This design comes from an exercise in tuning for small area and a short achievable clock period on the open sky130 flow, not from production work.
RTL that was checked went through simulation tests only; none was proved equivalent to the original.
No activity file was given, so power comes from the tool's default toggle rates.

Setup of willow:
==> flow/design.v (excerpt) <==
module fire_seek_mode_sequencer (
    input  logic        i_clk,
    input  logic        i_rst_n,
    input  logic        i_in_valid,
    output logic        i_in_ready,
    input  logic        i_in_operation,
    input  logic [9:0]  i_in_distance_cm,
    input  logic [31:0] i_in_now_tick,
    input  logic [1:0]  i_in_random_pick,
    input  logic        i_cfg_valid,
    output logic        i_cfg_ready,
    input  logic [2:0]  i_cfg_index,
    input  logic [15:0] i_cfg_data,
    output logic        o_out_valid,
    input  logic        o_out_ready,
    output logic [7:0]  o_out_servo_angle,
    output logic [2:0]  o_out_motion,
    output logic        o_out_fan_on,
    output logic [2:0]  o_out_mode,
    output logic        o_out_fire_seen,
    output logic        o_out_fire_near
);
    localparam logic [2:0] CFG_DETECT_LIMIT  = 3'd0;
    localparam logic [2:0] CFG_STOP_LIMIT    = 3'd1;
    localparam logic [2:0] CFG_PATROL_PERIOD = 3'd2;
    localparam logic [2:0] CFG_FAN_MAX       = 3'd3;
    localparam logic [2:0] CFG_PAUSE         = 3'd4;
    localparam logic [2:0] CFG_TURN          = 3'd5;
    localparam logic [2:0] CFG_RIGHT_SECTOR  = 3'd6;
    localparam logic [2:0] CFG_LEFT_SECTOR   = 3'd7;
    logic [9:0]  r_detect_limit;
    logic [9:0]  r_stop_limit;
    logic [15:0] r_patrol_period;
    logic [15:0] r_fan_max;
    logic [15:0] r_pause_len;
    logic [15:0] r_turn_len;
    logic [7:0]  r_right_sector;
    logic [7:0]  r_left_sector;
    logic        res_fire_seen;
    logic        res_fire_near;
    logic        r_out_fire_seen;
    logic        r_out_fire_near;
  ...
export LEC_CHECK = 0
export CAP_MARGIN = 20
export CORE_MARGIN = 2
export CORE_UTILIZATION = 40
export SETUP_SLACK_MARGIN = 3.5
export SLEW_MARGIN = 20
create_clock -name core_clock -period 6.0 [get_ports {i_clk}]
standard.sh (not shown) runs the stock make flow with config.mk's settings and CLKGATE_MAP_FILE= SYNTH_SCRIPT=/design/flow/synth_recipe.tcl, a recipe that flattens the netlist after the stock synthesis.
==> flow/flow/run.sh <==
#!/bin/bash
# Standard layout flow, except that the port buffers are plain buf_1 cells (which the
# resizer may upsize) instead of the default clkdlybuf4s50_1 delay buffers.
set -euo pipefail
# the standard synthesis, unchanged
bash standard.sh synth > synth.log 2>&1
# floorplan to final layout
bash standard.sh BUFFER_PORTS_ARGS="-buffer_cell sky130_fd_sc_hd__buf_1" finish > layout.log 2>&1
[inputs] xenon vs willow
- SETUP_SLACK_MARGIN changed from 3.5 to 3.0
==> summary.txt <==
- Comparing xenon and willow, the higher setup slack was measured on xenon.
- Diff xenon..willow | part of the cycle the worst path needs | negligible
- xenon ended up with met4 as its highest signal layer in the routed design; willow ended up with met5.
- u_core.r_tmr[6]$_DFFE_PP_ as the capturing instance or port of the critical path was reported by willow, and u_core.r_tmr[5]$_DFFE_PP_ by xenon.
- Number of search-and-repair iterations in the first detailed-routing pass ends up lower on willow.
- Summary of xenon over willow: shortest clock period the worst path allows after layout lost 0.0041 ns, final design area excluding fillers decreased 180 um^2, met1 routed wirelength after detailed routing went up by 0.59%, half-perimeter wire length of the detailed placement result lower, fraction of standard cell area that is sequential +0.28 points.
Function was not checked in any run of this note: the RTL went through the layout flow alone.

run 1:
Another version of the RTL of fire_seek_mode_sequencer (not shown whole).
Size: ~200 flip-flops, about 89 I/O pins, ~11,000 µm² of cells after synthesis.
Settings: LEC_CHECK=0, CAP_MARGIN=20, CORE_MARGIN=2, CORE_UTILIZATION=40, SETUP_SLACK_MARGIN=2.5, SLEW_MARGIN=20; clock period 6.0 ns.
Scripts as last shown in full above: flow/flow/run.sh
#### Input delta (run 2 over run 1)
# run 1
export LEC_CHECK = 0
export CAP_MARGIN = 20
export CORE_MARGIN = 2
export CORE_UTILIZATION = 40
export SETUP_SLACK_MARGIN = 2.5
export SLEW_MARGIN = 20
create_clock -name core_clock -period 6.0 [get_ports {i_clk}]
# run 2
export LEC_CHECK = 0
export CAP_MARGIN = 20
export CORE_MARGIN = 2
export CORE_UTILIZATION = 40
export SETUP_SLACK_MARGIN = 2.2
export SLEW_MARGIN = 20
export TNS_END_PERCENT = 2
create_clock -name core_clock -period 6.0 [get_ports {i_clk}]
- The total power of the final layout number comes out higher for run 1 vs run 2.
- End point of the critical path: u_core.r_mode[2]$_SDFFE_PN0P_ -> run 1, u_core.r_tmr[9]$_DFFE_PP_ -> run 2
- Of run 1 and run 2, the lower global-route wire length before repair belongs to run 2.
- In summary, run 2 completed successfully, with a layout that passed the timing, design-rule and antenna checks.
- Compared with run 1, in run 2 critical path depth saw an increase; number of global-route vias before repair saw an increase; clock tree cell share of total cell area saw an increase; global routing usage summed across all routing layers saw a decrease; routed wire length saw a decrease.
- | final cycle utilization of the critical path | run 2 vs run 1 | 2.9 points higher |
## Diff of input files: run 3 against run 2
# run 2
export LEC_CHECK = 0
export CAP_MARGIN = 20
export CORE_MARGIN = 2
export CORE_UTILIZATION = 40
export SETUP_SLACK_MARGIN = 2.2
export SLEW_MARGIN = 20
export TNS_END_PERCENT = 2
create_clock -name core_clock -period 6.0 [get_ports {i_clk}]
# run 3
export LEC_CHECK = 0
export CAP_MARGIN = 20
export CORE_MARGIN = 2
export CORE_UTILIZATION = 40
export SETUP_SLACK_MARGIN = 2.5
export SLEW_MARGIN = 20
export TNS_END_PERCENT = 5
create_clock -name core_clock -period 6.0 [get_ports {i_clk}]
[summary]
Compared with run 2, in run 3 worst setup slack now larger; net switching component of the power up about 2.4%; first-pass GRT wire length moved up.
> inputs changed (run 3 -> run 4)
# run 3
export LEC_CHECK = 0
export CAP_MARGIN = 20
export CORE_MARGIN = 2
export CORE_UTILIZATION = 40
export SETUP_SLACK_MARGIN = 2.5
export SLEW_MARGIN = 20
export TNS_END_PERCENT = 5
create_clock -name core_clock -period 6.0 [get_ports {i_clk}]
# run 4
export LEC_CHECK = 0
export CAP_MARGIN = 20
export CORE_MARGIN = 2
export CORE_UTILIZATION = 40
export SETUP_SLACK_MARGIN = 2.2
export SLEW_MARGIN = 20
export TNS_END_PERCENT = 5
create_clock -name core_clock -period 6.0 [get_ports {i_clk}]
Findings:
In summary, run 4 completed successfully, with a layout that passed the timing, design-rule and antenna checks. There was hardly any difference in fraction of power spent switching nets between run 3 and run 4. Run 4 against run 3: number of cells upsized or downsized after cts moved down, number of vias in the routed layout moved down, met2 capacity usage during global routing moved down, fraction of area in registers moved up. Sort run 3 and run 4 by wire length of the first global-routing pass desc -> top: run 3. Higher part of the total power dissipated in combinational logic goes to run 3 over run 4. Run 3 and run 4 ended up with nearly the same pin slew with the least headroom to its limit. Per the comparison of run 4 with run 3, area after synthesis about even; floorplan die width barely changed.
#### Input delta (run 5 over run 4)
# run 4
export LEC_CHECK = 0
export CAP_MARGIN = 20
export CORE_MARGIN = 2
export CORE_UTILIZATION = 40
export SETUP_SLACK_MARGIN = 2.2
export SLEW_MARGIN = 20
export TNS_END_PERCENT = 5
create_clock -name core_clock -period 6.0 [get_ports {i_clk}]
# run 5
export LEC_CHECK = 0
export CAP_MARGIN = 20
export CORE_MARGIN = 2
export CORE_UTILIZATION = 40
export SETUP_SLACK_MARGIN = 2.0
export SLEW_MARGIN = 20
export TNS_END_PERCENT = 5
create_clock -name core_clock -period 6.0 [get_ports {i_clk}]
## What came out
Result: PASS for each of run 4 and run 5
For run 4, the critical path capture point was u_core.r_pdl[20]$_DFFE_PP_, unlike run 5, where it was u_core.r_tmr[30]$_DFFE_PP_.
[compare] base=run 4 new=run 5: via count neither gained nor lost much; total power lost about 1%; layout buffering overhead excluding clock cells lost 0.76 points; area of all sequential standard cells neither gained nor lost much.
Compared to run 4, run 5 has slack of the worst reg-to-reg path 0.17 ns lower.
Compared with run 4, run 5 shows post-route fraction of the period consumed by the critical path higher by 2.3 points.
On maximum frequency, the higher figure sits with run 4, not run 5.
Comparing run 4 and run 5, the higher met1 demand-to-capacity share in global routing was measured on run 5.
Run 5 ends up with a combinational cell fraction of total power that is 0.2 points lower than in run 4.
For run 6, these inputs were changed with respect to run 5:
# run 5
export LEC_CHECK = 0
export CAP_MARGIN = 20
export CORE_MARGIN = 2
export CORE_UTILIZATION = 40
export SETUP_SLACK_MARGIN = 2.0
export SLEW_MARGIN = 20
export TNS_END_PERCENT = 5
create_clock -name core_clock -period 6.0 [get_ports {i_clk}]
# run 6
export LEC_CHECK = 0
export CAP_MARGIN = 20
export CORE_MARGIN = 2
export CORE_UTILIZATION = 40
export SETUP_SLACK_MARGIN = 2.2
export SLEW_MARGIN = 20
export SYNTH_HIERARCHICAL = 1
export TNS_END_PERCENT = 5
create_clock -name core_clock -period 6.0 [get_ports {i_clk}]
### Flow results
Run 6 vs run 5: fraction of area in registers down. Between run 5 and run 6, depth of the most critical reg-to-reg path decreased. Run 6 vs run 5, cell area after technology mapping went up by 2.1%.

==> re-timing with driven ports <==
The results above use ideal ports. As a check the final layouts listed here were re-extracted and re-timed, cells and wires unchanged.
Step 1 assumes that a clkbuf_16 drives the clock port and a buf_2 every other input.
Step 2 times the ports against the registers' clock, not the clock port: input delays grow and output delays shrink by t, the midpoint of the rising clock arrivals with the driver on.
Slacks: no drivers / after step 1 / after step 2; pairs: no drivers / after step 1.
run	t, ns	slack for setup (ns)	worst data-port slew with drivers (ns)
willow	0.492	2.151 / 2.151 / 1.678	0.10
xenon	0.484	2.155 / 2.163 / 1.678	0.08
run 1	0.482	2.385 / 2.380 / 1.897	0.07
run 2	0.481	2.213 / 2.176 / 1.695	0.08
run 3	0.473	2.395 / 2.391 / 1.918	0.09
run 4	0.476	2.277 / 2.289 / 1.813	0.07
run 5	0.479	2.137 / 2.137 / 1.681	0.07
run 6	0.484	2.170 / 2.158 / 1.674	0.07
After both steps every run listed still meets setup and hold. The setup slack of run 2, which loses most, moves by -0.037 ns with the drivers and by -0.518 ns with both steps.
